Source: an optimization exercise on an open RTL-to-GDS flow (aim: small area). Production flows keep margins and buffers that such runs may drop. At most, simulation tests tie the RTL to the original design; equivalence was not proved. For runs 2 to 6, only the layout was checked, not whether the RTL still works. Power and IR drop assume default switching activity.

==> run.sh <==
#!/bin/bash
# synth_recipe.tcl (not shown) runs the flow's synth.tcl, then flattens the netlist and writes it again
# the make line also repeats each setting of config.mk as NAME=value (left out here)
make -C /OpenROAD-flow-scripts/flow DESIGN_CONFIG=/design/flow/config.mk WORK_HOME=/design/flow/orfs CLKGATE_MAP_FILE= SYNTH_SCRIPT=/design/flow/synth_recipe.tcl finish
==> config.mk <==
export PLATFORM = sky130hd
export DESIGN_NAME = game_video_top
export DESIGN_NICKNAME = game_video_top
export VERILOG_FILES = /design/flow/design.v
export SDC_FILE = /design/flow/constraint.sdc
export NUM_CORES = 4
export LEC_CHECK = 0
export CAP_MARGIN = 20
export CORE_MARGIN = 2
export CORE_UTILIZATION = 60
export CTS_CLUSTER_DIAMETER = 80
export CTS_CLUSTER_SIZE = 24
export SLEW_MARGIN = 20
==> constraint.sdc <==
create_clock -name core_clock -period 12.5 [get_ports {pxl_clk}]
set_input_delay 2.5000 -clock core_clock [delete_from_list [all_inputs] [get_ports {pxl_clk}]]
set_output_delay 2.5000 -clock core_clock [all_outputs]
set_load 0.01 [all_outputs]
==> design.v <==
`timescale 1ns/1ps
`default_nettype none
module rc_add #(parameter int W = 10) (
  input  logic [W-1:0] a,
  input  logic [W-1:0] b,
  input  logic         ci,
  output logic [W-1:0] s,
  output logic         co
);
  logic [W:0] c;
  assign c[0] = ci;
  for (genvar i = 0; i < W; i++) begin : g_b
    assign s[i]   = a[i] ^ b[i] ^ c[i];
    assign c[i+1] = (a[i] & b[i]) | (c[i] & (a[i] ^ b[i]));
  end
  assign co = c[W];
endmodule
module rc_inc #(parameter int W = 10) (
  input  logic [W-1:0] a,
  input  logic         ci,
  output logic [W-1:0] s
);
  logic [W:0] c;
  assign c[0] = ci;
  for (genvar i = 0; i < W; i++) begin : g_b
    assign s[i]   = a[i] ^ c[i];
    assign c[i+1] = a[i] & c[i];
  end
endmodule
module rc_carry #(parameter int W = 10) (
  input  logic [W-1:0] a,
  input  logic [W-1:0] b,
  input  logic         ci,
  output logic         co
);
  logic [W:0] c;
  assign c[0] = ci;
  for (genvar i = 0; i < W; i++) begin : g_b
    assign c[i+1] = (a[i] & b[i]) | (c[i] & (a[i] | b[i]));
  end
  assign co = c[W];
endmodule
module rc_absdiff #(parameter int W = 10) (
  input  logic [W-1:0] a,
  input  logic [W-1:0] b,
  output logic [W-1:0] d
);
  logic [W-1:0] e;
  logic         nc;
  logic [W:0]   c;
  rc_add #(W) u_sub (.a(a), .b(~b), .ci(1'b1), .s(e), .co(nc));
  assign c[0] = ~nc;
  for (genvar i = 0; i < W; i++) begin : g_n
    assign d[i]   = (e[i] ^ ~nc) ^ c[i];
    assign c[i+1] = (e[i] ^ ~nc) & c[i];
  end
endmodule
module rc_absdiff6 #(parameter int W = 10) (
  input  logic [W-1:0] a,
  input  logic [W-1:0] b,
  output logic [W-1:0] d
);
  logic [W-1:0] e;
  logic         c;
  logic [W:0]   p;
  rc_add #(W) u_sub (.a(a), .b(~b), .ci(1'b1), .s(e), .co(c));
  assign p[0] = 1'b0;
  for (genvar i = 0; i < W; i++) begin : g_n
    assign d[i]   = e[i] ^ (~c & p[i]);
    assign p[i+1] = p[i] | e[i];
  end
endmodule
module target_eval (
  input  logic [9:0] px,
  input  logic [9:0] py,
  input  logic [9:0] tx,
  input  logic [9:0] ty,
  input  logic [7:0] tt,
  input  logic [7:0] ct,
  input  logic       active,
  output logic       hit,
  output logic       tcol
);
  logic [9:0] ex, dxo, dy;
  logic       gx, sx;
  logic       far;
  logic [9:0] s, t1, diag;
  logic [7:0] delta;
  logic       u0, u1, u2, u3;
  logic       core, rim, in_ring;
  rc_add #(10) u_ex (.a(px), .b(~tx), .ci(1'b1), .s(ex), .co(gx));
  assign sx  = ~gx;
  assign dxo = ex ^ {10{sx}};
  rc_absdiff6 #(10) u_dy (.a(py), .b(ty), .d(dy));
  assign far = dxo[9] | dy[9];
  rc_add #(10) u_s (.a({1'b0, dxo[8:0]}), .b({1'b0, dy[8:0]}), .ci(sx), .s(s), .co(u0));
  rc_add #(10) u_d1 (.a(s), .b(~{2'b00, s[9:2]}), .ci(1'b1), .s(t1), .co(u1));
  rc_add #(10) u_d2 (.a(t1), .b(~{5'b00000, s[9:5]}), .ci(1'b1), .s(diag), .co(u2));
  rc_add #(8)  u_dt (.a(tt), .b(~ct), .ci(1'b1), .s(delta), .co(u3));
  logic [9:0] kn, rx, ry, rd;
  logic       cx, cy, cd;
  assign kn = ~({2'b00, delta} + 10'd25);
  rc_add #(10) u_rx (.a({1'b0, dxo[8:0]}), .b(kn), .ci(sx), .s(rx), .co(cx));
  rc_add #(10) u_ry (.a({1'b0, dy[8:0]}), .b(kn), .ci(1'b0), .s(ry), .co(cy));
  rc_add #(10) u_rd (.a(diag), .b(kn), .ci(1'b0), .s(rd), .co(cd));
  assign in_ring = (cx | cy | cd) & ~(cx & |rx[9:2]) & ~(cy & |ry[9:2]) & ~(cd & |rd[9:2]);
  assign core = (sx ? dxo[8:0] < 9'd24 : dxo[8:0] < 9'd25) & dy[8:0] < 9'd25 & diag < 10'd25;
  assign rim  = (sx ? dxo[8:0] < 9'd29 : dxo[8:0] < 9'd30) & dy[8:0] < 9'd30 & diag < 10'd30;
  assign hit  = active & ~far & (in_ring | rim);
  assign tcol = in_ring | core;
endmodule
`default_nettype wire
`timescale 1ns/1ps
`default_nettype none
module game_video_top (
  input  logic       pxl_clk,
  input  logic       reset,
  input  logic       sck,
  input  logic       sdi,
  input  logic       fsync,
  output logic       hsync,
  output logic       vsync,
  output logic       sync_b,
  output logic [7:0] r,
  output logic [7:0] g,
  output logic [7:0] b
);
  logic [2:0]  pin_meta;
  logic [2:0]  pin_sync;
  logic        sck_prev;
  logic [4:0]  bit_cnt;
  logic        word_valid;
  logic [29:0] shift;
  logic        zeros;
  logic        shift_en;
  logic        word_done;
  logic        restart_done;
  assign shift_en     = pin_sync[2] & pin_sync[1] & ~sck_prev;
  assign word_done    = shift_en & (&bit_cnt);
  assign restart_done = (shift[29:28] == 2'b10) & zeros;
  always_ff @(posedge pxl_clk) begin
    pin_meta <= {fsync, sck, sdi};
    pin_sync <= pin_meta;
  end
  always_ff @(posedge pxl_clk) begin
    if (reset) begin
      sck_prev   <= 1'b0;
      bit_cnt    <= '0;
      word_valid <= 1'b0;
    end else begin
      sck_prev   <= pin_sync[1];
      word_valid <= word_done;
      if (!pin_sync[2]) begin
        bit_cnt <= '0;
      end else if (shift_en) begin
        bit_cnt <= bit_cnt + 1'b1;
      end
    end
  end
  always_ff @(posedge pxl_clk) begin
    if (shift_en && !(bit_cnt[4:1] == 4'b1111)) begin
      shift <= {shift[28:0], pin_sync[0]};
    end
    if (shift_en) begin
      zeros <= ~pin_sync[0] & (zeros | (bit_cnt == 5'd2));
    end
  end
  logic       e_word, e_status, e_timer, e_append, e_retire, e_clear;
  logic [7:0] health;
  logic [7:0] cur_time;
  logic [9:0] mouse_x;
  logic [9:0] mouse_y;
  logic [7:0] active;
  logic [9:0] tx [8];
  logic [9:0] ty [8];
  logic [7:0] tt [8];
  logic [2:0] start_ptr;
  logic [2:0] end_ptr;
  assign e_word   = word_done & ~reset;
  assign e_status = e_word & (shift[29:28] == 2'b00);
  assign e_timer  = e_word & (shift[29:28] == 2'b01);
  assign e_append = e_word & (shift[29:27] == 3'b111);
  assign e_retire = e_word & (shift[29:27] == 3'b110);
  assign e_clear  = word_valid & restart_done;
  always_ff @(posedge pxl_clk) begin
    if (reset) begin
      health   <= '0;
      cur_time <= '0;
      mouse_x  <= '0;
      mouse_y  <= '0;
    end else begin
      if (e_status) begin
        health <= shift[27:20];
      end
      if (e_timer) begin
        cur_time <= shift[27:20];
        mouse_x  <= shift[19:10];
        mouse_y  <= shift[9:0];
      end
    end
  end
  always_ff @(posedge pxl_clk) begin
    if (reset || e_clear) begin
      active    <= '0;
      start_ptr <= '0;
      end_ptr   <= '0;
    end else if (e_append) begin
      active[end_ptr] <= 1'b1;
      end_ptr         <= end_ptr + 1'b1;
    end else if (e_retire) begin
      active[start_ptr] <= 1'b0;
      start_ptr         <= start_ptr + 1'b1;
    end
  end
  always_ff @(posedge pxl_clk) begin
    if (e_append) begin
      tx[end_ptr] <= shift[26:17];
      ty[end_ptr] <= shift[16:7];
      tt[end_ptr] <= cur_time + 8'd60;
    end
  end
  logic [9:0] px;
  logic [9:0] py;
  always_ff @(posedge pxl_clk) begin
    if (reset) begin
      px <= 10'd873;
      py <= 10'd987;
    end else if (px == 10'd647) begin
      px <= 10'd872;
      py <= (py == 10'd487) ? 10'd987 : py + 1'b1;
    end else begin
      px <= px + 1'b1;
    end
  end
  logic [7:0] hit_n, tcol_n;
  for (genvar k = 0; k < 8; k++) begin : g_t
    target_eval u_ev (
      .px(px), .py(py), .tx(tx[k]), .ty(ty[k]), .tt(tt[k]), .ct(cur_time),
      .active(active[k]), .hit(hit_n[k]), .tcol(tcol_n[k])
    );
  end
  logic [10:0] cx, cy, mx6, my6;
  logic [9:0]  bar_end;
  logic        on_cursor_n, in_bar_n, bar_filled_n, in_active_n, hs_n, vs_n;
  logic        u_c0, u_c1, u_c2, u_c3, u_b0, bar_lt;
  rc_add #(11) u_mx6 (.a(~{1'b0, mouse_x}), .b(11'd6), .ci(1'b1), .s(mx6), .co(u_c0));
  rc_add #(11) u_my6 (.a(~{1'b0, mouse_y}), .b(11'd6), .ci(1'b1), .s(my6), .co(u_c1));
  rc_add #(11) u_cx (.a({1'b0, px}), .b(mx6), .ci(1'b0), .s(cx), .co(u_c2));
  rc_add #(11) u_cy (.a({1'b0, py}), .b(my6), .ci(1'b0), .s(cy), .co(u_c3));
  assign on_cursor_n  = (cx <= 11'd12 && cy >= 11'd5 && cy <= 11'd7) ||
                        (cy <= 11'd12 && cx >= 11'd5 && cx <= 11'd7);
  assign in_bar_n     = px >= 10'd50 && px < 10'd305 && py >= 10'd20 && py < 10'd30;
  rc_add #(10) u_be (.a({2'b00, health}), .b(10'd50), .ci(1'b0), .s(bar_end), .co(u_b0));
  rc_carry #(10) u_bl (.a(bar_end), .b(~px), .ci(1'b0), .co(bar_lt));
  assign bar_filled_n = bar_lt;
  assign in_active_n  = (px < 10'd640) && (py < 10'd480);
  assign hs_n         = ~(px >= 10'd880 && px < 10'd976);
  assign vs_n         = ~(py >= 10'd989 && py < 10'd991);
  logic [7:0] hit, tcol;
  logic [2:0] start_ptr_d;
  logic       on_cursor, in_bar, bar_filled, in_active, hs, vs;
  always_ff @(posedge pxl_clk) begin
    hit         <= hit_n;
    tcol        <= tcol_n;
    start_ptr_d <= start_ptr;
    on_cursor   <= on_cursor_n;
    in_bar      <= in_bar_n;
    bar_filled  <= bar_filled_n;
    in_active   <= in_active_n & ~reset;
    hs          <= hs_n | reset;
    vs          <= vs_n | reset;
  end
  logic [7:0] after_start, hit_hi, hit_sel, first;
  logic       any_hit, win_tcol;
  for (genvar k = 0; k < 8; k++) begin : g_pri
    assign after_start[k] = (3'(k) >= start_ptr_d);
  end
  assign hit_hi  = hit & after_start;
  assign hit_sel = (|hit_hi) ? hit_hi : hit;
  assign first[0] = hit_sel[0];
  for (genvar k = 1; k < 8; k++) begin : g_first
    assign first[k] = hit_sel[k] & ~(|hit_sel[k-1:0]);
  end
  assign any_hit  = |hit;
  assign win_tcol = |(first & tcol);
  logic c_black, c_tgt, c_white, c_cur;
  always_comb begin
    c_black = 1'b0; c_tgt = 1'b0; c_white = 1'b0; c_cur = 1'b0;
    if (!in_active)       c_black = 1'b1;
    else if (on_cursor)   c_cur = 1'b1;
    else if (in_bar)      begin c_white = bar_filled; c_black = ~bar_filled; end
    else if (any_hit)     begin c_tgt = win_tcol; c_white = ~win_tcol; end
  end
  logic r7, rl, g7, g6, gl, b7, b6, bl;
  always_ff @(posedge pxl_clk) begin
    if (reset) begin
      hsync  <= 1'b1;
      vsync  <= 1'b1;
      sync_b <= 1'b1;
      {r7, rl, g7, g6, gl, b7, b6, bl} <= '0;
    end else begin
      hsync  <= hs;
      vsync  <= vs;
      sync_b <= hs & vs;
      r7 <= ~c_black;
      rl <= c_white | c_cur;
      g7 <= ~c_black & ~c_cur;
      g6 <= c_white | c_cur;
      gl <= c_white;
      b7 <= ~c_black & ~c_cur;
      b6 <= c_white | c_cur | c_tgt;
      bl <= c_white | c_tgt;
    end
  end
  assign r = {r7, {7{rl}}};
  assign g = {g7, g6, {6{gl}}};
  assign b = {b7, b6, {6{bl}}};
endmodule
`default_nettype wire
==> results list, run 1 <==
- Relative contribution of the clock network to total power: 0.208
- The final number of max-transition violations is 0.
- Share of power burned in combinational logic: 0.507
- TritonCTS built the clock tree.
- Minimum clock period: 12,060 ps
- The number of global-route vias before repair is 21,579.
- The clock net in this run drives a total of 372 sinks.
- CTS built an H-tree with a depth of 1.
- Setup repair after global routing missed its margin: yes
- The flow ran to the end and the layout has no timing, DRC or antenna violations.
- After detailed placement, the total cell area comes to 0.03355 mm².
- Total leakage power: 13.62 nW
* Number of hold-slack violations in the final timing report: 0
- The worst setup path is launched from a register.
- Clock transition at the registers of the reported paths: 90 ps
- Die Wd: 235.8 µm
- Count of nets left with antenna violations after detail routing: 0
* Share of async-settable or async-resettable flops after synthesis: 0
- Dividing the detail-routed via count by the number of cells gives 5.878.
- The number of nets handed over by synthesis was 3,460.
* Iter 0 DRT Violations: 1,854
- In the final design database the tool counted 3,507 nets.
- Mean post-synth cell area: 11.69 µm²
* Sequential share of the synthesized area: 0.3102
- In this run the count of I/O pins placed on the die edge is 32.
* Maximum number of pins on one net before global-route repair: 51
- Area of all placed cells without fillers: 0.03463 mm²
* Wire length of the first global-routing pass: 131.4 mm
- CP peak stage delay: 590 ps
- Number of warning messages in the yosys log: 1
* Tightest Pin Transition: 1165 ps
* DRC: 0
- The clock reaches the later pin of the worst-skew pair after 600 ps.
* Sequential group share of total power: 0.286
* Cell repeated most along the worst path: fa_1
* Row cnt: 84
- For this run, the share of the core covered by cells in the final layout is 0.6551.
- The analysis attributes to net switching a power of 1.834 mW.
* Distinct cell type count of the synthesized netlist: 82
- Data on the critical path arrives at its endpoint at 12,580 ps.
- Placeable Area: 0.05287 mm²
- Gate count after technology mapping: 2,759
- On the critical path, the stage with the largest delay is an instance of fa_1.
- The internal power of the cells totals 2.835 mW.
* Sort of element at the end of the critical path: register
* Final cell count without fillers: 3,515
* Count of instances resized after the clock tree is built: 0
- Number of antenna violations at the first check in global routing: 6
- Final Wtd Congestion: 0.9138
* Maximum fanout count along the critical path: 9
* GRT Resource Usage Total: 0.3216
* Tightest slew margin relative to the limit: 0.2233
* Area growth from synthesis to layout: 7.412%
* Placed cell count: 3,462
- Dividing the detail-routed wire length by the instance count gives 24.52 µm.
* Postcts setup bufs: 0
- In the final layout, the share of cells above drive strength 1 is 0.06086.
- After global routing the overflow that remains totals 0.
* Critical Setup Path Class: reg -> reg
* Fin Clk Skew: 32.61 ps
* Hold buffer count at CTS: 0
- First drt pass iteration count: 6
- Buffer cell driving the clock tree root: clkbuf_16
* Vias: 20,661
- Prevailing post-synth register cell: edfxtp_1
- Clock Path Buffers: 3
- Routed WL: 86.20 mm
* Maxcap violations: 0
- Switching share of total power: 0.3928
- Maximum clock frequency: 82.93 MHz
- Summing every instance area after synthesis gives 0.03224 mm².
* Buffers on Ports: 31
- In this run, synthesis inferred 255 flip-flops with an integrated enable.
* Number of clock buffers inserted by TritonCTS: 27
- Floorplan die height: 235.8 µm
* Post-detailed-placement half-perimeter wirelength: 65.99 mm
- Setup violations remaining at the end of the flow were counted as 0.
- Overall die area: 0.05560 mm²
* Total of flip-flops plus latches after synthesis: 372
- Critical path data required time: 13,020 ps
- The worst-case IR drop observed on VDD is 0.0001678 V.
- For this configuration, the core starts out at a cell density of 0.6099.
- Type of the tightest min-delay check: reg -> reg
- Post-route fraction of the period consumed by the critical path: 0.9647
- Power density cells: 134.8 mW/mm²
-- stage by stage --
| stage | setup TNS (ps) | hold slack [ps] | power [mW] | setup WS, ps |
|---|---|---|---|---|
| floorplan | 0 | 309.6 | 3.065 | 590.0 |
| global placement | 0 | 311.6 | 3.587 | 492.3 |
| detailed placement | 0 | 313.2 | 3.689 | 331.3 |
| global route | -60.07 | 346.0 | 5.084 | -60.07 |
| CTS | 0 | 334.7 | 4.673 | 291.4 |
| finish | 0 | 331.6 | 4.669 | 441.2 |
-- Yosys cell counts (all sizes together) (9+ instances only) --
cell	instances	area (µm²)
or3	22	143.9
nor4b	9	78.83
and4	14	122.6
o21ai	74	381.6
xor2	154	1349
nor2b	9	56.30
edfxtp	255	7657
a21oi	72	367.9
dfxtp	117	2342
and4b	13	130.1
nor3b	17	132.6
nand3	38	190.2
nor4	14	100.1
clkbuf	34	127.6
a31oi	17	106.4
mux2i	15	150.1
xnor2	105	919.6
nand4b	11	96.34
ha	166	2077
nand4	32	200.2
nor3	35	175.2
fa	530	10610
nand2	182	683.2
nor2	82	307.8
inv	508	1907
o31ai	18	135.1
nand3b	14	105.1
a31o	14	122.6
buf	34	226.5
nand2b	29	181.4
-- metal layers --
layer / track usage / part of all wire / up-vias
li1: - / - / 9075
met2: 0.5082 / 0.47 / 788
met1: 0.4393 / 0.40 / 10618
met3: 0.06600 / 0.085 / 180
met5: 0 / 0 / -
met4: 0.1318 / 0.047 / 0
-- final cells by class --
type / count / area, µm²
clock inverters: 17 / 245.2
repair buffers: 87 / 768.2
multi-input cells: 1810 / 20140
fillers: 4151 / 18240
diodes: 1 / 2.502
inverters: 508 / 1907
clock buffers: 32 / 704.4
well taps: 688 / 860.8
flip-flops and latches: 372 / 10000
-- worst max-delay path: cells and delay by family, from the launching register on --
kind            cells  cell delay (ps)
fa+ha+maj          26             9270
buf+inv             8              790
simple gates        4              770
compound gates      2              480
flops               1              400
xor+xnor            1              240
-- cells by family (layout without fill, tap and decap cells) --
kind of cell | after synthesis | in the layout | synth area share
adders and majority gates | 696 | 696 | 0.3935
and+or+nand+nor | 554 | 554 | 0.09213
AOI/OAI and AO/OA | 285 | 285 | 0.05837
other | 0 | 1 | 0
buffers and inverters | 577 | 644 | 0.07047
xor gates and xnor gates | 259 | 259 | 0.07036
DFF | 372 | 372 | 0.3102
muxes | 16 | 16 | 0.005006
-- power groups by stage --
stage / Clock (mW) / Sequential [mW] / Combinational (mW)
6_report: 0.969 / 1.33 / 2.37
5_1_grt: 1.02 / 1.33 / 2.73
4_1_cts: 0.980 / 1.33 / 2.36
3_5_place_dp: 0 / 1.36 / 2.33
3_3_place_gp: 0 / 1.36 / 2.23
2_1_floorplan: 0 / 1.35 / 1.71
-- path summary, 6_finish.rpt --
kind | start | endpoint | slack (ps) | cells after the start
max | py[0]$_SDFFE_PP1P_ | hit[4]$_DFF_P_ | 440 | 41
min reg2reg | pin_meta[2]$_DFF_P_ | pin_sync[2]$_DFF_P_ | 330 | 0
max reg2reg | py[0]$_SDFFE_PP1P_ | hit[4]$_DFF_P_ | 440 | 41
min | pin_meta[2]$_DFF_P_ | pin_sync[2]$_DFF_P_ | 330 | 0
-- registers in the layout, summed over array words and instances, names as in the netlist, 5 cells and up --
signal,count
active,8
tt,64
mouse_y,10
hit,8
ty,80
py,10
health,8
cur_time,8
bit_cnt,5
shift,30
tx,80
px,10
tcol,8
mouse_x,10
-- cell usage in the layout, fill, tap and decap left out, types with 7 or more instances in the layout --
master / n
fa_1: 523
inv_1: 507
edfxtp_1: 255
nand2_1: 182
ha_1: 166
xor2_1: 152
dfxtp_1: 117
xnor2_1: 96
nor2_1: 77
a21oi_1: 70
o21ai_0: 67
buf_4: 51
nand3_1: 38
nor3_1: 33
nand4_1: 32
clkdlybuf4s50_1: 30
nand2b_1: 29
clkbuf_16: 27
or3_1: 20
o31ai_1: 18
a31oi_1: 17
mux2i_1: 15
a31o_2: 14
nand3b_1: 14
nor3b_1: 14
and4_1: 14
and4b_1: 13
nor4_1: 12
nand4b_1: 11
nor2b_1: 9
nor4b_1: 9
a221o_1: 8
or2_2: 8
xnor2_2: 7
o2111ai_1: 7
a41oi_1: 7
fa_2: 7
==> run 2, diff against run 1 <==
--- a/design.v
+++ b/design.v
@@ -240,14 +240,16 @@
     );
   end
-  logic [10:0] cx, cy, mx6, my6;
-  logic [9:0]  bar_end;
+  logic [10:0] cx, cy;
   logic        on_cursor_n, in_bar_n, bar_filled_n, in_active_n, hs_n, vs_n;
-  logic        u_c0, u_c1, u_c2, u_c3, u_b0, bar_lt;
-  rc_add #(11) u_mx6 (.a(~{1'b0, mouse_x}), .b(11'd6), .ci(1'b1), .s(mx6), .co(u_c0));
-  rc_add #(11) u_my6 (.a(~{1'b0, mouse_y}), .b(11'd6), .ci(1'b1), .s(my6), .co(u_c1));
-  rc_add #(11) u_cx (.a({1'b0, px}), .b(mx6), .ci(1'b0), .s(cx), .co(u_c2));
-  rc_add #(11) u_cy (.a({1'b0, py}), .b(my6), .ci(1'b0), .s(cy), .co(u_c3));
-  assign on_cursor_n  = (cx <= 11'd12 && cy >= 11'd5 && cy <= 11'd7) ||
-                        (cy <= 11'd12 && cx >= 11'd5 && cx <= 11'd7);
+  logic        near6x, near1x, near6y, near1y;
+  logic        u_c2, u_c3, u_b0, bar_lt;
+  logic [9:0]  bar_end;
+  rc_add #(11) u_cx (.a({1'b0, px}), .b(~{1'b0, mouse_x}), .ci(1'b0), .s(cx), .co(u_c2));
+  rc_add #(11) u_cy (.a({1'b0, py}), .b(~{1'b0, mouse_y}), .ci(1'b0), .s(cy), .co(u_c3));
+  assign near6x = (&cx[10:3] & (|cx[2:0])) | (~|cx[10:3] & (cx[2:0] <= 3'd5));
+  assign near1x = (&cx[10:1]) | (cx == 11'd0);
+  assign near6y = (&cy[10:3] & (|cy[2:0])) | (~|cy[10:3] & (cy[2:0] <= 3'd5));
+  assign near1y = (&cy[10:1]) | (cy == 11'd0);
+  assign on_cursor_n = (near6x & near1y) | (near1x & near6y);
   assign in_bar_n     = px >= 10'd50 && px < 10'd305 && py >= 10'd20 && py < 10'd30;
   rc_add #(10) u_be (.a({2'b00, health}), .b(10'd50), .ci(1'b0), .s(bar_end), .co(u_b0));
==> run 2 against run 1 <==
  * Synthesized cell count increased by 0.51%
  * Largest power group unchanged
  * Sequential power is essentially flat
  * Sequential share of layout area rose by 0.12 points
  * Total power shrank 2.2%
  * Register-to-register slack improved by 130 ps
  * Die area grew 0.22%
  * Worst setup slack gained 130 ps
  * Critical path type unchanged
  * Combinational power decreased by 3%
  * Global-route usage rose by 0.49 points
==> results list, run 2 <==
- Post-synth top area cell: fa_1
- Power density cells: 132.4 mW/mm² (-1.8%)
* First drt pass iteration count: 6 (unchanged)
- The CTS sink count is 372 (unchanged).
- The number of storage elements in the synthesis netlist was 372 (unchanged).
- Wire length of the first global-routing pass: 133.4 mm (+1.5%)
- Critical Setup Path Class: reg -> reg
* Row cnt: 85 (+1.2%)
- Iter 0 DRT Violations: 1,900 (+2.5%)
- Syn Nets: 3,455 (-0.14%)
* Count of boundary I/O pins: 32 (unchanged)
* Placeable Area: 0.05350 mm² (+1.2%)
- The path class of the tightest hold or removal check is reg -> reg.
- Final setup violation count: 0 (unchanged)
- Post-detailed-placement half-perimeter wirelength: 66.39 mm (+0.61%)
- The worst hold slack is 338.7 ps (+7.116 ps).
* Die Wd: 236.1 µm (+0.11%)
* Area of all placed cells without fillers: 0.03450 mm² (-0.38%)
* Final Max Tran Viols: 0 (unchanged)
- Mean post-synth cell area: 11.65 µm² (-0.29%)
* Status: no timing/DRC/antenna violations
- Setup repair after global routing left no endpoint under its margin.
* Placed cell count: 3,479 (+0.49%)
- Relative to the synthesized area, the layout overhead comes to 6.773%.
- In the synthesized netlist the dominant register cell turns out to be edfxtp_1.
- Routed WL: 87.52 mm (+1.5%)
* Final cell count without fillers: 3,526 (+0.31%)
- Share of Yosys cell area claimed by the top area cell type: 0.3284 (-0.0007136)
* CP peak stage delay: 580 ps (about the same)
* Gate count after technology mapping: 2,773 (+0.51%)
- Cell with the largest stage delay on the worst path: fa_1
* Per-cell routed wire length: 24.82 µm (+1.2%)
* Setup WS post-layout: 572.8 ps (+131.6 ps)
* Final #Nets: 3,493 (-0.40%)
- Clock tree from TritonCTS: yes
* Area taken by multi-input logic gates: 0.02017 mm² (+0.15%)
* Maxcap violations: 0 (unchanged)
* Share of async-settable or async-resettable flops after synthesis: 0 (unchanged)
* Path depth of the worst reg2reg path: 42 (+2.4%)
* Post-route fraction of the period consumed by the critical path: 0.9542 (-0.01053)
* Cell repeated most along the worst path: fa_1
* Placement Cell Area: 0.03358 mm² (about the same)
* Overall die area: 0.05572 mm² (+0.22%)
- The residual overflow from global routing was 0 (unchanged).
- Maximum clock frequency: 83.84 MHz (+1.1%)
* Number of clock buffers inserted by TritonCTS: 25 (-7.4%)
- The leakage dissipation was 13.43 nW (-1.4%).
- Count of nets left with antenna violations after detail routing: 0 (unchanged)
- The area of the mapped netlist is 0.03231 mm² (+0.22%).
- The total of warnings raised by yosys came to 1 (unchanged).
- The maximum fanout encountered on the critical timing path is 11 (+2).
- Commonest cells in the synthesized netlist: fa_1 (530), inv_1 (493), edfxtp_1 (255)
- Most common cell in the netlist: fa_1
- The final count of hold timing violations was 0 (unchanged).
- Placement-stage worst setup slack: 549.4 ps (+218.1 ps)
- By area the synthesized netlist is led by fa_1 (33%), edfxtp_1 (24%), dfxtp_1 (7.2%).
* Number of antenna violations at the first check in global routing: 4 (-2)
- Post-detailed-route via-to-cell ratio: 5.909 (+0.53%)
* Register area: 0.01000 mm² (about the same)
* Maximum number of pins on one net before global-route repair: 51 (unchanged)
- The tree is rooted in a clkbuf_16.
- The count of filler cells inserted in the layout came to 4,219 (+1.6%).
- The register area share after synthesis was 0.3095 (-0.0006726).
- Registers with the highest flip-flop counts: tx x80, ty x80, tt x64
- Floorplan die height: 236.1 µm (+0.11%)
* Post-layout power: 4.567 mW (-2.2%)
* Share of final-layout standard cells stronger than drive strength 1: 0.05232 (-0.008548)
- GRT Resource Usage Total: 0.3266 (+0.004947)
- Type of element launching the critical path: register
- The summed negative setup slack over all endpoints is 0 ps (unchanged).
- Clock transition at the registers of the reported paths: 90 ps (about the same)
- The top cell types in the final layout, fill and taps aside, are fa_1 (525), inv_1 (492), edfxtp_1 (255).
* Worst IR Drop VDD: 0.0001714 V (+2.2%)
* Sort of element at the end of the critical path: register
- Most common cell after layout, fill and taps aside: fa_1
- Final Wtd Congestion: 0.9254 (+1.3%)
* Insertion delay to the later sink of the worst-skew pair: 590 ps (about the same)
- The overall via count from detail_route is 20,835 (+0.84%).
- The arrival time of the worst setup path came to 12,400 ps (-180 ps).
* H-tree level count: 1 (unchanged)
- Number of flops mapped to enable cells by yosys: 255 (unchanged)
- The required time of the worst setup path is 12,970 ps (-50 ps).
* Number of global-route vias before repair: 21,463 (-0.54%)
- Post-layout utilization of the core: 0.6449 (-0.01016)
* Buffers on Ports: 31 (unchanged)
- The time the worst path needs with I/O delays and setup is 11,930 ps (-131.6 ps).
- Fin Clk Skew: 28.16 ps (-4.455 ps)
* Initial Utilization: 0.6040 (-0.005865)
* Postcts setup bufs: 0 (unchanged)
* Tightest slew margin relative to the limit: 0.2450 (+0.02172)
- The measured slew at the worst slew-check pin is 1131 ps (-33.82 ps).
- DRC: 0 (unchanged)
- The number of cells on the worst hold path is 0 (unchanged).
- Distinct cell type count of the synthesized netlist: 84 (+2.4%)
- The buffer depth of the longest clock path came to 3 (unchanged).
## run 2: changes by cell type after synthesis, moves of 7 or more
cell	before	now
nand4b_1	11	19
and2_1	3	10
nor2b_1	9	19
a21oi_1	70	80
nor3_1	35	25
nor4_1	12	20
nor3b_1	16	8
ha_1	166	147
inv_1	508	493
nor2_1	82	90
or3_1	20	9
## run 2: what timing repair did
item	4_1_cts	5_1_grt
hold buffers	0	0
gates resized for setup	0	5
setup endpoints to repair	0	6
## run 2: final timing paths
path / from / end / slack (ps)
worst max-delay path: px[0]$_SDFF_PP1_ / hit[1]$_DFF_P_ / 570
worst min-delay path: pin_meta[2]$_DFF_P_ / pin_sync[2]$_DFF_P_ / 340
worst max register to register: px[0]$_SDFF_PP1_ / hit[1]$_DFF_P_ / 570
worst min register to register: pin_meta[2]$_DFF_P_ / pin_sync[2]$_DFF_P_ / 340
## run 2: power breakdown
part           switching (mW)  internal [mW]
sequential             0.0210           1.31
clock                   0.498          0.437
combinational            1.25           1.04
total                    1.77           2.79
## run 2: critical path, delay by kind of cell, from the launching register on
kind | cells | cell delay [ps]
AO/OA/AOI/OAI | 4 | 760
flip-flops | 1 | 360
buffers and inverters | 8 | 800
adder cells (fa/ha/maj) | 26 | 9320
AND/OR/NAND/NOR | 4 | 550
## run 2: layer usage
| layer | wire length (µm) | vias to the layer above | GRT usage |
|---|---|---|---|
| li1 | - | 9150 | - |
| met2 | 40540 | 850 | 0.5167 |
| met3 | 7631 | 165 | 0.04740 |
| met4 | 3273 | 0 | 0.1067 |
| met5 | 0 | - | 0 |
| met1 | 36070 | 10670 | 0.4705 |
## run 2: kinds of logic after synthesis
family | Yosys count | synth area share
buffers and inverters | 564 | 0.06870
muxes | 20 | 0.006234
xor gates and xnor gates | 259 | 0.07044
adders and majority gates | 681 | 0.3865
and+or+nand+nor | 586 | 0.09882
DFF | 372 | 0.3095
AOI/OAI and AO/OA | 291 | 0.05979
## run 2: layout make-up
class,count,share of cell area
clock inverter,14,0.006093
multi-input combinational,1837,0.5847
antenna,1,0.00007253
timing repair buffer,82,0.02060
clock buffer,31,0.01969
sequential,372,0.2899
inverter,493,0.05364
tap,696,0.02524
==> run 3, diff against run 2 <==
--- a/config.mk
+++ b/config.mk
@@ -8,5 +8,5 @@
 export CAP_MARGIN = 20
 export CORE_MARGIN = 2
-export CORE_UTILIZATION = 60
+export CORE_UTILIZATION = 75
 export CTS_CLUSTER_DIAMETER = 80
 export CTS_CLUSTER_SIZE = 24
==> run 3 against run 2 <==
  * Worst setup slack got worse by 220 ps
  * Register-to-register slack got worse by 220 ps
  * Combinational power barely moved
  * Clock power fell by 5.2%
  * Routed wire length fell by 4.9%
  * Non-clock buffer count fell by 6
  * First-iteration DRC count rose by 8.1%
  * Area after synthesis did not move
  * Final area fell by 0.86%
  * Highest routed layer unchanged
==> results list, run 3 <==
* Setup WS post-layout: 353.9 ps (-218.9 ps)
- Vias: 21,260 (+2.0%)
* Count of nets left with antenna violations after detail routing: 0 (unchanged)
* Most common cell in the netlist: fa_1
* Sequential share of the synthesized area: 0.3095 (unchanged)
- The count of buffers from port buffering is 31 (unchanged).
* Placeable Area: 0.04279 mm² (-20%)
- Die Wd: 211.6 µm (-10%)
- The number of buffers inserted during clock tree synthesis came to 25 (unchanged).
- The setup-violating endpoint count in the final report came to 0 (unchanged).
- Hold path start: pin_meta[0]$_DFF_P_
- Overall die area: 0.04476 mm² (-20%)
- The number of DRC violations after detailed-routing iteration 0 came to 2,054 (+8.1%).
- fa_1 takes more of the synthesized area than any other cell.
* Count of boundary I/O pins: 32 (unchanged)
- The worst clock skew is 33.97 ps (+5.806 ps).
- The multi-input combinational cell area came to 0.02018 mm² (about the same).
- Relative to the synthesized area, the layout overhead comes to 5.855%.
- By instance count, the cell type seen most on the critical path is fa_1.
- The buffer depth of the longest clock path was 3 (unchanged).
- Final Wtd Congestion: 0.9684 (+4.6%)
- Antenna cell count: 0 (-1)
* Count of instances resized after the clock tree is built: 0 (unchanged)
- Minimum clock period: 12,150 ps (+218.9 ps)
- Total of flip-flops plus latches after synthesis: 372 (unchanged)
- The detailed placement HPWL came to 63.85 mm (-3.8%).
* Initial Utilization: 0.7551 (+0.1511)
- Power density cells: 132.0 mW/mm² (-0.31%)
* Tightest slew margin relative to the limit: 0.1580 (-0.08700)
* Floorplan die height: 211.6 µm (-10%)
* Distinct cell type count of the synthesized netlist: 84 (unchanged)
- The post-synth net total was 3,455 (unchanged).
* Filler instances: 2,625 (-38%)
- The average detailed-routed wire length per instance was 24.70 µm (-0.47%).
- The total number of H-tree levels is 1 (unchanged).
* Placed cell count: 3,324 (-4.5%)
- TritonCTS built the clock tree.
- The maximum fanout encountered on the critical timing path is 8 (-3).
- Prevailing post-synth register cell: edfxtp_1
- The commonest cells after synthesis are fa_1 (530), inv_1 (493), edfxtp_1 (255).
* Status: no timing/DRC/antenna violations
- Final #Nets: 3,487 (-0.17%)
- The area used by sequential logic in the layout was 0.01000 mm² (about the same).
* Placement-stage worst setup slack: 417.1 ps (-132.3 ps)
- Type of element launching the critical path: register
* Share of Yosys cell area claimed by the top area cell type: 0.3284 (unchanged)
- The total of warnings raised by yosys came to 1 (unchanged).
- The worst hold slack is 337.6 ps (-1.142 ps).
- Registers with the highest flip-flop counts: tx x80, ty x80, tt x64
* Buffer cell driving the clock tree root: clkbuf_16
- Synth Cell Area: 0.03231 mm² (unchanged)
* Tightest Pin Transition: 1262 ps (+130.7 ps)
* Remaining Overflow, GRT: 0 (unchanged)
- The most critical setup path has its startpoint at px[0]$_SDFF_PP1_.
- Leaving out fill and tap cells, the most frequent cell in the layout is fa_1.
- Maximum clock frequency: 82.33 MHz (-1.8%)
- Startpoint of the lowest-slack register-to-register path: px[0]$_SDFF_PP1_
- The CTS sink count was 372 (unchanged).
- The critical path buffer and inverter count was 8 (unchanged).
- Sort of element at the end of the critical path: register
* Number of flops mapped to enable cells by yosys: 255 (unchanged)
* Number of antenna violations at the first check in global routing: 2 (-2)
- Wire length of the first global-routing pass: 128.0 mm (-4.0%)
- Post-route fraction of the period consumed by the critical path: 0.9717 (+0.01751)
* Share of async-settable or async-resettable flops after synthesis: 0 (unchanged)
- GRT Resource Usage Total: 0.3920 (+0.06539)
- The arrival time of the worst setup path is 12,610 ps (+210 ps).
- Synth area leaders: fa_1 (33%), edfxtp_1 (24%), dfxtp_1 (7.2%)
- The worst-skew pair later-pin latency came to 590 ps (about the same).
* DRC: 0 (unchanged)
- The number of buffers added to fix hold violations after cts is 0 (unchanged).
- Broken down by cell family, the worst path's largest delay share belongs to adder cells.
- Clock transition at the registers of the reported paths: 90 ps (about the same)
* Final Max Tran Viols: 0 (unchanged)
- The required time of the worst setup path came to 12,960 ps (about the same).
- Row cnt: 76 (-11%)
- Gate count after technology mapping: 2,773 (unchanged)
- The share of post-route cells with drive strength above 1 is 0.04993 (-0.002386).
- Number of global-route vias before repair: 22,437 (+4.5%)
- The min-delay analysis places its worst path in the category reg -> reg.
- The post-synthesis area per instance was 11.65 µm² (unchanged).
- Number of hold-slack violations in the final timing report: 0 (unchanged)
- CP peak stage delay: 590 ps (about the same)
- The worst setup path is of the reg -> reg kind.
- The overall power after layout is 4.514 mW (-1.2%).
- In the layout the commonest cells are fa_1 (527), inv_1 (492), edfxtp_1 (255).
* Maxcap violations: 0 (unchanged)
- Total leakage power: 13.39 nW (-0.30%)
* Post-detailed-route via-to-cell ratio: 6.309 (+6.8%)
- Worst IR Drop VDD: 0.0002496 V (+46%)
* Cell with the largest stage delay on the worst path: fa_1
- The setup fix buffers added after clock tree synthesis is 0 (unchanged).
- First drt pass iteration count: 6 (unchanged)
- Maximum number of pins on one net before global-route repair: 51 (unchanged)
- Routed WL: 83.26 mm (-4.9%)
- Final cell count without fillers: 3,370 (-4.4%)
[run 3: cells by family after synthesis]
group / Yosys count / synth area share
AND/OR/NAND/NOR: 586 / 0.09882
flip-flops: 372 / 0.3095
multiplexers: 20 / 0.006234
AO/OA/AOI/OAI: 291 / 0.05979
adder cells (fa/ha/maj): 681 / 0.3865
XOR/XNOR: 259 / 0.07044
buffers and inverters: 564 / 0.06870
[run 3: final cells by class]
type                       instances  area share
multi-input combinational       1837      0.5899
clock inverter                    16    0.005853
tap                              546     0.01997
timing repair buffer              76     0.01880
clock buffer                      30     0.01884
sequential                       372      0.2924
inverter                         493     0.05421
[run 3: worst paths after layout]
kind                         endpoint  slack [ps]  depth (start not counted)
setup / recovery       hit[3]$_DFF_P_         350                         41
hold / removal    pin_sync[0]$_DFF_P_         340                          0
setup reg to reg       hit[3]$_DFF_P_         350                         41
hold reg to reg   pin_sync[0]$_DFF_P_         340                          0
[run 3: through the flow]
step | utilization | area, µm² | TNS, ps
floorplan | - | 32310 | 0
global placement | 0.7788 | 33320 | 0
detailed placement | 0.7788 | 33320 | 0
CTS | 0.7985 | 34170 | 0
global route | 0.7993 | 34200 | -31.53
finish | 0.7993 | 34200 | 0
[run 3: layer usage]
metal | track usage | wire, µm | vias to the layer above
li1 | - | - | 9138
met1 | 0.5161 | 31390 | 10784
met2 | 0.6232 | 38240 | 1043
met3 | 0.07625 | 7791 | 295
met4 | 0.2154 | 5833 | 0
met5 | 0 | 0 | -
[run 3: power by group]
part,switching (mW),internal (mW),total [mW]
clock network,0.485,0.401,0.886
registers,0.0274,1.31,1.34
logic,1.25,1.04,2.29
total,1.76,2.76,4.51
==> run 4, diff against run 3 <==
--- a/config.mk
+++ b/config.mk
@@ -8,6 +8,6 @@
 export CAP_MARGIN = 20
 export CORE_MARGIN = 2
-export CORE_UTILIZATION = 75
-export CTS_CLUSTER_DIAMETER = 80
-export CTS_CLUSTER_SIZE = 24
+export CORE_UTILIZATION = 60
+export CTS_CLUSTER_DIAMETER = 70
+export CTS_CLUSTER_SIZE = 28
 export SLEW_MARGIN = 20
==> run 4 against run 3 <==
  * Total power is 2.4% higher
  * Clock power is 13% higher
  * Final area is 1.2% higher
  * Worst setup slack better by 210 ps
  * Sequential cell count stayed put
  * Still clean on timing, DRC and antenna
  * Global-route usage is 6.6 points lower
  * Area after synthesis stayed put
  * Cell count is 4.8% higher
  * Clock-buffer cell count is 1 higher
==> results list, run 4 <==
- The number of cells on the worst hold path came to 0 (unchanged).
- The number of detailed-routing iterations run before antenna repair is 6 (unchanged).
* GRT Resource Usage Total: 0.3262 (-0.06582)
- Number of warning messages in the yosys log: 1 (unchanged)
* Setup repair after global routing missed its margin: no
* Post-route fraction of the period consumed by the critical path: 0.9551 (-0.01661)
- The number of nets in the finished design was 3,496 (+0.26%).
* Fin Clk Skew: 31.61 ps (-2.358 ps)
- Met2 GRT Util: 0.5137 (-0.1095)
* Cell with the largest stage delay on the worst path: fa_1
- Vias: 20,851 (-1.9%)
- The post-synth net total is 3,455 (unchanged).
- Number of clock buffers inserted by TritonCTS: 28 (+12%)
- The relative slew slack is 0.2213 (+0.06323).
- Count of boundary I/O pins: 32 (unchanged)
* Terminating pin of the worst hold path: pin_sync[0]$_DFF_P_
- Setup Total Neg Slack: 0 ps (unchanged)
* Remaining Overflow, GRT: 0 (unchanged)
- Overall die area: 0.05572 mm² (+25%)
* Type of element launching the critical path: register
* Post-detailed-placement half-perimeter wirelength: 66.39 mm (+4.0%)
* Buffers plus inverters on the worst setup path: 8 (unchanged)
* Filler instances: 4,203 (+60%)
* Worst reg-to-reg setup slack: 560 ps (+210 ps)
- H-tree level count: 1 (unchanged)
- The via density per instance was 5.902 (-6.4%).
- The CTS sink count came to 372 (unchanged).
- The worst setup path is of the reg -> reg kind.
- The time the worst path needs with I/O delays and setup came to 11,940 ps (-207.7 ps).
* Reg-to-reg endpoint: hit[2]$_DFF_P_
- Tightest Pin Transition: 1167 ps (-95.07 ps)
* Hold buffer count at CTS: 0 (unchanged)
- Maximum number of pins on one net before global-route repair: 51 (unchanged)
- The power density over the cells came to 133.5 mW/mm² (+1.2%).
- STA classifies the critical path endpoint as a register.
- The placed instance count was 3,479 (+4.7%).
* Share of Yosys cell area claimed by the top area cell type: 0.3284 (unchanged)
- Final Wtd Congestion: 0.9254 (-4.4%)
- The min-delay analysis places its worst path in the category reg -> reg.
- The top cell types in the final layout, fill and taps aside, are fa_1 (525), inv_1 (492), edfxtp_1 (255).
* Final setup violation count: 0 (unchanged)
* CP peak stage delay: 570 ps (-20 ps)
* Number of flops mapped to enable cells by yosys: 255 (unchanged)
- The final cell utilization of the core is 0.6470 (-0.1523).
- Post-synth top area cell: fa_1
* Routed WL: 87.36 mm (+4.9%)
- Clock tree from TritonCTS: yes
- The final count of hold timing violations came to 0 (unchanged).
* Layer with the highest usage after global routing: met2
* DRC: 0 (unchanged)
- Most common cell after layout, fill and taps aside: fa_1
* Registers with the highest flip-flop counts: tx x80, ty x80, tt x64
- Maximum clock frequency: 83.76 MHz (+1.7%)
* Floorplan die height: 236.1 µm (+12%)
- The maximum fanout encountered on the critical timing path is 9 (+1).
- Status: no timing/DRC/antenna violations
* Count of nets left with antenna violations after detail routing: 0 (unchanged)
* Share of final-layout standard cells stronger than drive strength 1: 0.05571 (+0.005783)
- Die Wd: 236.1 µm (+12%)
* Path depth of the worst reg2reg path: 41 (unchanged)
- Number of antenna violations at the first check in global routing: 4 (+2)
- Hold Worst Slack: 334.7 ps (-2.915 ps)
- The synthesized instance count is 2,773 (unchanged).
* Cell repeated most along the worst path: fa_1
- The post-synthesis area per instance came to 11.65 µm² (unchanged).
- The tree is rooted in a clkbuf_16.
* GR met3 Demand/Resource: 0.04950 (-0.02675)
- Setup WS post-layout: 561.5 ps (+207.7 ps)
- Total of flip-flops plus latches after synthesis: 372 (unchanged)
- The worst-skew pair later-pin latency was 610 ps (+20 ps).
- Area of all placed cells without fillers: 0.03461 mm² (+1.2%)
- GRT met1 Usage: 0.4682 (-0.04785)
- The arrival time of the worst setup path is 12,450 ps (-160 ps).
- Commonest cells in the synthesized netlist: fa_1 (530), inv_1 (493), edfxtp_1 (255)
* Number of global-route vias before repair: 21,545 (-4.0%)
* Placement-stage worst setup slack: 549.4 ps (+132.3 ps)
* Clock Path Buffers: 3 (unchanged)
- Area growth from synthesis to layout: 7.117%
- The clock slew at the register clock pins of the worst setup and hold paths is 100 ps (about the same).
- The most common cell in the synthesized netlist is fa_1.
- Hold path start: pin_meta[0]$_DFF_P_
- In this run the critical register-to-register path is launched from py[0]$_SDFFE_PP1P_.
* Buffers on Ports: 31 (unchanged)
* Final cell count without fillers: 3,533 (+4.8%)
- Prevailing post-synth register cell: edfxtp_1
- Total leakage power: 13.49 nW (+0.79%)
- The register area share after synthesis came to 0.3095 (unchanged).
- The share of synthesized flip-flops with an asynchronous set or reset is 0 (unchanged).
* Worst IR Drop VDD: 0.0001669 V (-33%)
- The final number of max-transition violations came to 0 (unchanged).
- Synth area leaders: fa_1 (33%), edfxtp_1 (24%), dfxtp_1 (7.2%)
- The average detailed-routed wire length per instance came to 24.73 µm (about the same).
- The initial cell density of the core came to 0.6040 (-0.1511).
- The number of DRC violations after detailed-routing iteration 0 is 1,850 (-9.9%).
- Maxcap violations: 0 (unchanged)
- Row cnt: 85 (+12%)
* Placeable Area: 0.05350 mm² (+25%)
* Critical path data required time: 13,020 ps (+60 ps)
* Synth Cell Area: 0.03231 mm² (unchanged)
* Distinct cell type count of the synthesized netlist: 84 (unchanged)
* Category of cells accounting for the largest share of critical-path delay: adder cells
- Placement Cell Area: 0.03358 mm² (+0.76%)
* Wire length of the first global-routing pass: 133.2 mm (+4.0%)
- Post-layout power: 4.621 mW (+2.4%)
## run 4: changes by cell type in the layout (fill, tap and decap cells not counted), sizes merged
cell and change:
buf +6, clkbuf +1, clkinv +1, clkinvlp -1, diode +1, inv +5
## run 4: layout make-up
| class | count | area [µm²] | area share |
|---|---|---|---|
| multi-input cells | 1837 | 20170 | 0.5829 |
| flip-flops and latches | 372 | 10000 | 0.2890 |
| inverters | 493 | 1851 | 0.05347 |
| well taps | 696 | 870.8 | 0.02516 |
| clock buffers | 31 | 743.2 | 0.02147 |
| repair buffers | 82 | 710.7 | 0.02053 |
| clock inverters | 21 | 257.7 | 0.007447 |
| diodes | 1 | 2.502 | 0.00007230 |
## run 4: worst max path at each step
stage,from,to,slack (ps),depth (start not counted)
floorplan,px[0]$_SDFF_PP1_,tcol[7]$_DFF_P_,1040,40
global placement,px[0]$_SDFF_PP1_,hit[3]$_DFF_P_,690,41
detailed placement,px[0]$_SDFF_PP1_,tcol[6]$_DFF_P_,550,41
CTS,py[0]$_SDFFE_PP1P_,hit[2]$_DFF_P_,500,41
global route,py[0]$_SDFFE_PP1P_,tcol[7]$_DFF_P_,40,39
finish,py[0]$_SDFFE_PP1P_,hit[2]$_DFF_P_,560,41
## run 4: worst reg2reg max path: cells and delay by family (launching register included)
family | cells | cell delay [ps]
adders and majority gates | 26 | 9380
DFF | 1 | 410
and+or+nand+nor | 3 | 280
AOI/OAI and AO/OA | 3 | 680
xor gates and xnor gates | 1 | 350
buffers and inverters | 8 | 770
## run 4: cells by family (layout without fill, tap and decap cells)
kind of cell | after synthesis | in the layout | share of synthesized area
fa+ha+maj | 681 | 681 | 0.3865
simple gates | 586 | 586 | 0.09882
buf+inv | 564 | 627 | 0.06870
flops | 372 | 372 | 0.3095
compound gates | 291 | 291 | 0.05979
xor+xnor | 259 | 259 | 0.07044
mux | 20 | 20 | 0.006234
other cells | 0 | 1 | 0
## run 4: report_power, final
part | switching [mW] | internal [mW] | leakage (nW)
Clock | 0.530 | 0.468 | 0.493
Combinational | 1.25 | 1.04 | 9.78
Sequential | 0.0211 | 1.31 | 3.22
## run 4: layer usage
metal	routed length, µm	share of wire
met5	13	0.00015
met4	3394	0.039
met3	7293	0.083
met2	40410	0.46
met1	36250	0.41
## run 4: what timing repair did
action | CTS | global route
buffers inserted | 0 | 0
setup endpoints to repair | 0 | 5
resized for setup | 0 | 5
hold endpoints to repair | 0 | 0
==> run 5, diff against run 4 <==
--- a/design.v
+++ b/design.v
@@ -16,16 +16,4 @@
   assign co = c[W];
 endmodule
-module rc_inc #(parameter int W = 10) (
-  input  logic [W-1:0] a,
-  input  logic         ci,
-  output logic [W-1:0] s
-);
-  logic [W:0] c;
-  assign c[0] = ci;
-  for (genvar i = 0; i < W; i++) begin : g_b
-    assign s[i]   = a[i] ^ c[i];
-    assign c[i+1] = a[i] & c[i];
-  end
-endmodule
 module rc_carry #(parameter int W = 10) (
   input  logic [W-1:0] a,
@@ -41,19 +29,4 @@
   assign co = c[W];
 endmodule
-module rc_absdiff #(parameter int W = 10) (
-  input  logic [W-1:0] a,
-  input  logic [W-1:0] b,
-  output logic [W-1:0] d
-);
-  logic [W-1:0] e;
-  logic         nc;
-  logic [W:0]   c;
-  rc_add #(W) u_sub (.a(a), .b(~b), .ci(1'b1), .s(e), .co(nc));
-  assign c[0] = ~nc;
-  for (genvar i = 0; i < W; i++) begin : g_n
-    assign d[i]   = (e[i] ^ ~nc) ^ c[i];
-    assign c[i+1] = (e[i] ^ ~nc) & c[i];
-  end
-endmodule
 module rc_absdiff6 #(parameter int W = 10) (
   input  logic [W-1:0] a,
--- a/config.mk
+++ b/config.mk
@@ -8,6 +8,6 @@
 export CAP_MARGIN = 20
 export CORE_MARGIN = 2
-export CORE_UTILIZATION = 60
-export CTS_CLUSTER_DIAMETER = 70
-export CTS_CLUSTER_SIZE = 28
+export CORE_UTILIZATION = 75
+export CTS_CLUSTER_DIAMETER = 80
+export CTS_CLUSTER_SIZE = 24
 export SLEW_MARGIN = 20
==> run 5 against run 4 <==
  * Final area down 1.7%
  * Total power fell by 1.4%
  * Clock-buffer cell count grew 1
  * Worst setup slack got worse by 95 ps
  * Via count increased by 1.2%
  * Routed wire length shrank 4.7%
  * Critical path depth unchanged
  * Maximum frequency is 0.79% lower
  * Clock power down 8.2%
  * Sequential power about the same
==> results list, run 5 <==
- The flow ran to the end and the layout has no timing, DRC or antenna violations.
- Registers with the highest flip-flop counts: tx x80, ty x80, tt x64
- Insertion delay to the later sink of the worst-skew pair: 580 ps (-30 ps)
- The area of the core was 0.04204 mm² (-21%).
- Reg-to-reg endpoint: hit[2]$_DFF_P_
- Post-route fraction of the period consumed by the critical path: 0.9627 (+0.007637)
- Initial Utilization: 0.7622 (+0.1582)
- Total leakage power: 13.24 nW (-1.9%)
* Synth Cell Area: 0.03204 mm² (-0.83%)
- Final setup violation count: 0 (unchanged)
* Post-detailed-placement half-perimeter wirelength: 63.14 mm (-4.9%)
- Number of global-route vias before repair: 22,337 (+3.7%)
- Number of antenna violations at the first check in global routing: 7 (+3)
- Worst reg-to-reg setup slack: 470 ps (-100 ps)
- Number of flops mapped to enable cells by yosys: 255 (unchanged)
* Share of async-settable or async-resettable flops after synthesis: 0 (unchanged)
* Final Wtd Congestion: 0.9647 (+4.2%)
- The cell area after layout is 0.03403 mm² (-1.7%).
* Terminating pin of the worst hold path: pin_sync[0]$_DFF_P_
- The final setup slack of the worst path was 466.1 ps (-95.46 ps).
- Count of boundary I/O pins: 32 (unchanged)
- Clock Path Buffers: 3 (unchanged)
- The worst clock skew was 29.03 ps (-2.573 ps).
- The residual overflow from global routing was 0 (unchanged).
- The sequential cell fraction of total power is 0.293 (+0.005).
* Iter 0 DRT Violations: 2,460 (+33%)
- The proportion of netlist area held by the largest area contributor is 0.3311 (+0.002744).
* First drt pass iteration count: 6 (unchanged)
* Maximum fanout count along the critical path: 9 (unchanged)
* Mean post-synth cell area: 11.73 µm² (+0.70%)
* Startpoint of the lowest-slack register-to-register path: py[0]$_SDFFE_PP1P_
- The count of buffers from port buffering was 31 (unchanged).
- The die boundary height came to 210.7 µm (-11%).
* Distinct cell type count of the synthesized netlist: 78 (-7.1%)
- The overall via count from detail_route is 21,109 (+1.2%).
- For this design, the slowest cell found on the critical path is fa_1.
- The register area share after synthesis is 0.3121 (+0.002586).
- Count of nets left with antenna violations after detail routing: 0 (unchanged)
- Most common cell after layout, fill and taps aside: fa_1
- Sort of element at the end of the critical path: register
- Commonest cells after routing, fill and taps aside: fa_1 (529), inv_1 (490), edfxtp_1 (255)
* Syn Nets: 3,413 (-1.2%)
* Setup repair after global routing missed its margin: no
- Tightest slew margin relative to the limit: 0.2029 (-0.01839)
- The share of post-route cells with drive strength above 1 is 0.04805 (-0.007666).
- Post-detailed-route via-to-cell ratio: 6.337 (+7.4%)
- Routed WL: 83.28 mm (-4.7%)
* Synth area leaders: fa_1 (33%), edfxtp_1 (24%), dfxtp_1 (7.3%)
* Worst IR Drop VDD: 0.0001792 V (+7.4%)
* Number of hold-slack violations in the final timing report: 0 (unchanged)
- Overall die area: 0.04439 mm² (-20%)
* GRT Resource Usage Total: 0.3961 (+0.06997)
* Clock transition at the registers of the reported paths: 100 ps (about the same)
- The worst slack at placement is 364.6 ps (-184.8 ps).
- TritonCTS built the clock tree.
- Cell repeated most along the worst path: fa_1
- The maximum operating frequency came to 83.10 MHz (-0.79%).
* Clock tree sinks: 372 (unchanged)
* Placement Cell Area: 0.03309 mm² (-1.4%)
- Hold path start: pin_meta[0]$_DFF_P_
* Prevailing post-synth register cell: edfxtp_1
* Post-synth top area cell: fa_1
- The switching power came to 1.771 mW (-1.6%).
- The required time of the worst setup path came to 13,000 ps (-20 ps).
* Power density cells: 133.9 mW/mm² (+0.31%)
* Total of flip-flops plus latches after synthesis: 372 (unchanged)
- Switching share of total power: 0.3885 (-0.0008683)
- Per-cell routed wire length: 25.00 µm (+1.1%)
- Number of clock buffers inserted by TritonCTS: 25 (-11%)
- DRC: 0 (unchanged)
- CTS placed an instance of clkbuf_16 at the clock tree root.
- Int Pwr: 2.787 mW (-1.2%)
- Die Wd: 210.7 µm (-11%)
* Tightest Pin Transition: 1195 ps (+27.87 ps)
* Most common cell in the netlist: fa_1
- H-tree level count: 1 (unchanged)
- Gate count after technology mapping: 2,731 (-1.5%)
- Critical Setup Path Class: reg -> reg
- The combinational power share was 0.506 (+0.010).
- The time the worst path needs with I/O delays and setup was 12,030 ps (+95.46 ps).
* Data arrival, critical path: 12,530 ps (+80 ps)
* CP peak stage delay: 570 ps (about the same)
* Post-layout power: 4.558 mW (-1.4%)
- The first-pass GRT wire length came to 128.6 mm (-3.4%).
- The total of warnings raised by yosys is 1 (unchanged).
* Path depth of the worst reg2reg path: 41 (unchanged)
- The number of nets in the finished design came to 3,453 (-1.2%).
- The largest net degree at the start of global routing came to 55 (+7.8%).
- The row count was 75 (-12%).
- Type of element launching the critical path: register
- The final number of max-transition violations came to 0 (unchanged).
- The count of max-cap constraint violations came to 0 (unchanged).
- Area growth from synthesis to layout: 6.197%
- Worst Hold Depth: 0 (unchanged)
- Setup Total Neg Slack: 0 ps (unchanged)
- The count of filler cells inserted in the layout is 2,520 (-40%).
- The commonest cells after synthesis are fa_1 (530), inv_1 (491), edfxtp_1 (255).
- The worst hold path belongs to the class reg -> reg.
- The clock network fraction of total power was 0.201 (-0.015).
-- run 5: routing by layer --
metal	global-route usage	vias to the layer above	routed length, µm	share of wire
li1	-	9011	-	-
met1	0.5377	10687	30580	0.37
met2	0.6137	1140	38170	0.46
met3	0.08742	265	9539	0.11
met4	0.2008	6	4945	0.059
met5	0	-	45	0.00054
-- run 5: cell type report --
type,instances,area [µm²],share of cell area
antenna,3,7.507,0.0002206
sequential,372,10000,0.2939
timing repair buffer,80,685.7,0.02015
clock inverter,13,175.2,0.005148
tap,539,674.4,0.01982
multi-input combinational,1801,19940,0.5858
inverter,491,1847,0.05427
clock buffer,32,704.4,0.02070
-- run 5: critical path: cells and delay by family, from the launching register on --
kind	cells	cell delay, ps
compound gates	3	700
fa+ha+maj	26	9430
simple gates	3	290
buf+inv	8	830
xor+xnor	1	260
flops	1	430
-- run 5: metrics by stage --
step,utilization,hold slack (ps),std cells
6_report,0.8094,348.6,3331
5_1_grt,0.8093,357.7,3328
3_3_place_gp,0.7872,316.8,3282
2_1_floorplan,-,309.6,2731
4_1_cts,0.8081,344.3,3327
3_5_place_dp,0.7872,322.6,3282
-- run 5: cells by family after synthesis --
kind of cell | Yosys count | synth area share
fa+ha+maj | 680 | 0.3895
simple gates | 552 | 0.09141
buf+inv | 558 | 0.06841
xor+xnor | 259 | 0.07079
mux | 34 | 0.01062
compound gates | 276 | 0.05724
flops | 372 | 0.3121
-- run 5: worst max-delay path by stage --
stage	slack [ps]	end	cells after the start	startpoint
finish	470	hit[2]$_DFF_P_	41	py[0]$_SDFFE_PP1P_
global route	6	tcol[7]$_DFF_P_	39	py[0]$_SDFFE_PP1P_
CTS	220	hit[2]$_DFF_P_	41	py[0]$_SDFFE_PP1P_
detailed placement	360	hit[2]$_DFF_P_	41	py[0]$_SDFFE_PP1P_
global placement	640	hit[2]$_DFF_P_	41	py[0]$_SDFFE_PP1P_
floorplan	980	tcol[7]$_DFF_P_	39	px[0]$_SDFF_PP1_
-- run 5: timing repair --
action / 4_1_cts / 5_1_grt
setup buffers: 0 / 0
hold buffers: 0 / 0
endpoints found under the setup margin: 0 / 7
resized for setup: 0 / 7
-- run 5: power by group through the flow --
stage          clock network (mW)  logic, mW  registers, mW
4_1_cts                     0.911       2.28           1.33
3_5_place_dp                    0       2.27           1.36
3_3_place_gp                    0       2.12           1.36
6_report                    0.915       2.31           1.34
5_1_grt                     0.950       2.63           1.34
2_1_floorplan                   0       1.69           1.35
==> run 6, diff against run 5 <==
--- a/config.mk
+++ b/config.mk
@@ -8,5 +8,5 @@
 export CAP_MARGIN = 20
 export CORE_MARGIN = 2
-export CORE_UTILIZATION = 75
+export CORE_UTILIZATION = 85
 export CTS_CLUSTER_DIAMETER = 80
 export CTS_CLUSTER_SIZE = 24
==> run 6 against run 5 <==
  * Via count rose by 10%
  * Register-to-register slack lost 200 ps
  * Area after synthesis unchanged
  * First-iteration DRC count up 45%
  * Global-route usage grew 11 points
  * Worst setup slack worse by 200 ps
  * Core utilization rose by 10 points
  * Combinational power increased by 7%
  * Clock-buffer cell count is 2 lower
  * Non-clock buffer count grew 10
  * Sequential share of layout area barely moved
  * Sequential power hardly changed
==> results list, run 6 <==
- Status: no timing/DRC/antenna violations
- The worst hold slack came to 339.6 ps (-9.015 ps).
- The remaining antenna violation count after routing is 0 (unchanged).
- Maximum fanout count along the critical path: 14 (+5)
- Share of async-settable or async-resettable flops after synthesis: 0 (unchanged)
- Hold path start: pin_meta[0]$_DFF_P_
- The arrival time of the worst setup path was 12,730 ps (+200 ps).
- Combinational family with the most area after synthesis: adder cells
* Most common cell in the netlist: fa_1
- Switching power: 1.870 mW (+5.6%)
- Remaining Overflow, GRT: 0 (unchanged)
- Vias: 23,220 (+10%)
- The post-synth net total was 3,413 (unchanged).
- Clock tree from TritonCTS: yes
- Critical path data required time: 13,000 ps (about the same)
- The setup-violating endpoint count in the final report was 0 (unchanged).
* Placement Cell Area: 0.03302 mm² (-0.24%)
- Count of boundary I/O pins: 32 (unchanged)
- Post-layout utilization of the core: 0.9108 (+0.1013)
- Maximum number of pins on one net before global-route repair: 55 (unchanged)
- Basic-gate share of the synthesized area counting and, or, nand and nor cells: 0.09141 (unchanged)
- GRT Resource Usage Total: 0.5035 (+0.1074)
- The worst-skew pair later-pin latency is 590 ps (about the same).
- The worst register-to-register path begins at px[0]$_SDFF_PP1_.
* Clock tree sinks: 372 (unchanged)
- The proportion of netlist area held by the largest area contributor came to 0.3311 (unchanged).
- Area of all placed cells without fillers: 0.03406 mm² (about the same)
- The synthesis-to-layout area growth was 6.302% (about the same).
- Relative contribution of the clock network to total power: 0.181 (-0.020)
* CP peak stage delay: 590 ps (+20 ps)
- Power density cells: 136.4 mW/mm² (+1.8%)
- Sort of element at the end of the critical path: register
- The number of different library cells in the post-synthesis netlist was 78 (unchanged).
- Final #Nets: 3,461 (+0.23%)
* Share of power burned in combinational logic: 0.531 (+0.025)
- Sorting the synthesized cells by area gives the leading types as fa_1 (33%), edfxtp_1 (24%), dfxtp_1 (7.3%).
- Fin Clk Skew: 22.22 ps (-6.818 ps)
- The total detailed-routing wirelength was 96.05 mm (+15%).
* Final Max Tran Viols: 0 (unchanged)
- The buffer depth of the longest clock path is 3 (unchanged).
* Worst Hold Depth: 0 (unchanged)
* Final cell count without fillers: 3,315 (-0.48%)
* Cell with the largest stage delay on the worst path: fa_1
- The post-synthesis adder-cell area fraction was 0.3895 (unchanged).
* Mean post-synth cell area: 11.73 µm² (unchanged)
- The area of the core came to 0.03740 mm² (-11%).
- Setup WS post-layout: 269.4 ps (-196.7 ps)
* Number of flops mapped to enable cells by yosys: 255 (unchanged)
- The number of global-route vias before repair is 24,616 (+10%).
* Number of hold-slack violations in the final timing report: 0 (unchanged)
* Gate count after technology mapping: 2,731 (unchanged)
* First drt pass iteration count: 10 (+4)
* Total of flip-flops plus latches after synthesis: 372 (unchanged)
- Setup repair after global routing left no endpoint under its margin.
* Reg-to-reg endpoint: hit[4]$_DFF_P_
- The number of cells on the worst reg-to-reg path is 42 (+2.4%).
- Buffers on Ports: 31 (unchanged)
- The summed negative setup slack over all endpoints came to 0 ps (unchanged).
- The area of the mapped netlist came to 0.03204 mm² (unchanged).
- The measured slew at the worst slew-check pin was 1187 ps (-8.082 ps).
- The number of antenna violations at the first check in global routing came to 7 (unchanged).
- Critical Setup Path Class: reg -> reg
* Cell repeated most along the worst path: fa_1
- Placed cell count: 3,248 (-1.0%)
* Row cnt: 71 (-5.3%)
* Synth Area in XOR/XNOR: 0.07079 (unchanged)
- Post-route fraction of the period consumed by the critical path: 0.9784 (+0.01574)
* Die Wd: 198.2 µm (-6.0%)
- Most common cell after layout, fill and taps aside: fa_1
- DRC: 0 (unchanged)
* Buffer cell driving the clock tree root: clkbuf_16
* Number of clock buffers inserted by TritonCTS: 23 (-8.0%)
* Final Wtd Congestion: 0.9921 (+2.8%)
- The register area share after synthesis came to 0.3121 (unchanged).
- Overall die area: 0.03927 mm² (-12%)
- Share of the synthesized area in compound gates (AO/OA/AOI/OAI): 0.05724 (unchanged)
- Floorplan die height: 198.2 µm (-6.0%)
* Wire length of the first global-routing pass: 141.4 mm (+9.9%)
* Commonest cells after routing, fill and taps aside: fa_1 (522), inv_1 (486), edfxtp_1 (255)
* Registers with the highest flip-flop counts: tx x80, ty x80, tt x64
- The share of post-route cells with drive strength above 1 came to 0.05403 (+0.005979).
* Iter 0 DRT Violations: 3,579 (+45%)
- Worst IR Drop VDD: 0.0001976 V (+10%)
- The biggest area contributor in the post-synthesis netlist is fa_1.
- Type of the tightest min-delay check: reg -> reg
- Post-detailed-route via-to-cell ratio: 7.005 (+11%)
- The number of buffers added to fix hold violations after cts is 0 (unchanged).
- The time the worst path needs with I/O delays and setup is 12,230 ps (+196.7 ps).
- Clock transition at the registers of the reported paths: 100 ps (about the same)
- The relative slew slack was 0.2089 (+0.006058).
* H-tree level count: 1 (unchanged)
* Post-layout power: 4.645 mW (+1.9%)
- The initial cell density of the core came to 0.8568 (+0.09458).
* Worst reg-to-reg setup slack: 270 ps (-200 ps)
* Switching share of total power: 0.4026 (+0.01410)
- Type of element launching the critical path: register
* Total leakage power: 13.28 nW (+0.26%)
- The count of max-cap constraint violations was 0 (unchanged).
- The mux cell area share after synthesis came to 0.01062 (unchanged).
- The maximum operating frequency is 81.76 MHz (-1.6%).
* Placement-stage worst setup slack: 146.2 ps (-218.4 ps)
* Per-cell routed wire length: 28.97 µm (+16%)
## run 6: cell counts after synthesis
No cell type changed its count.
## run 6: cell families after synthesis
| group | Yosys count |
|---|---|
| xor+xnor | 259 |
| compound gates | 276 |
| mux | 34 |
| flops | 372 |
| fa+ha+maj | 680 |
| buf+inv | 558 |
| simple gates | 552 |
## run 6: power groups by stage
stage | Sequential [mW] | Clock, mW | Combinational [mW]
3_3_place_gp | 1.36 | 0 | 2.09
6_report | 1.34 | 0.840 | 2.47
2_1_floorplan | 1.35 | 0 | 1.69
4_1_cts | 1.33 | 0.822 | 2.41
3_5_place_dp | 1.36 | 0 | 2.37
5_1_grt | 1.34 | 0.863 | 2.75
## run 6: worst max-delay path by stage
| stage | startpoint | end | slack [ps] | depth (start not counted) |
|---|---|---|---|---|
| global route | px[0]$_SDFF_PP1_ | hit[2]$_DFF_P_ | 5 | 42 |
| detailed placement | py[0]$_SDFFE_PP1P_ | tcol[7]$_DFF_P_ | 150 | 40 |
| floorplan | px[0]$_SDFF_PP1_ | tcol[7]$_DFF_P_ | 980 | 39 |
| finish | px[0]$_SDFF_PP1_ | hit[4]$_DFF_P_ | 270 | 42 |
| global placement | py[0]$_SDFFE_PP1P_ | tcol[7]$_DFF_P_ | 800 | 40 |
| CTS | py[0]$_SDFFE_PP1P_ | hit[7]$_DFF_P_ | 30 | 42 |
## run 6: timing repair
item,4_1_cts,5_1_grt
pin swaps,0,5
setup endpoints to repair,2,8
buffers inserted,0,12
resized for setup,4,17
endpoints found under the hold margin,0,0
## run 6: final cells by class
type,instances,area [µm²]
Multi-Input combinational cell,1801,19980
Sequential cell,372,10000
Fill cell,1414,3337
Inverter,491,1846
Timing Repair Buffer,90,833.3
Tap cell,511,639.4
Clock buffer,30,611.8
Clock inverter,11,127.6
Antenna cell,9,22.52
## run 6: critical path: cells and delay by family, from the launching register on
kind / cells / cell delay, ps
muxes: 1 / 210
buffers and inverters: 10 / 1100
DFF: 1 / 380
adders and majority gates: 26 / 9420
and+or+nand+nor: 1 / 330
AOI/OAI and AO/OA: 4 / 680
## run 6: metal layers
layer / wire length (µm) / share of wire / global-route usage / up-vias
met5: 26 / 0.00027 / 0 / -
met4: 9894 / 0.10 / 0.3971 / 4
met2: 42480 / 0.44 / 0.7619 / 2192
met1: 28990 / 0.30 / 0.6041 / 11195
met3: 14650 / 0.15 / 0.1593 / 794
li1: - / - / - / 9035

Check on run 6: ideal ports give 0.269 ns setup slack; a clkbuf_16 on the clock port and buf_2 on the inputs give 0.269 ns; moving port delays by the midpoint clock arrival (0.635 ns) as well gives 0.269 ns.
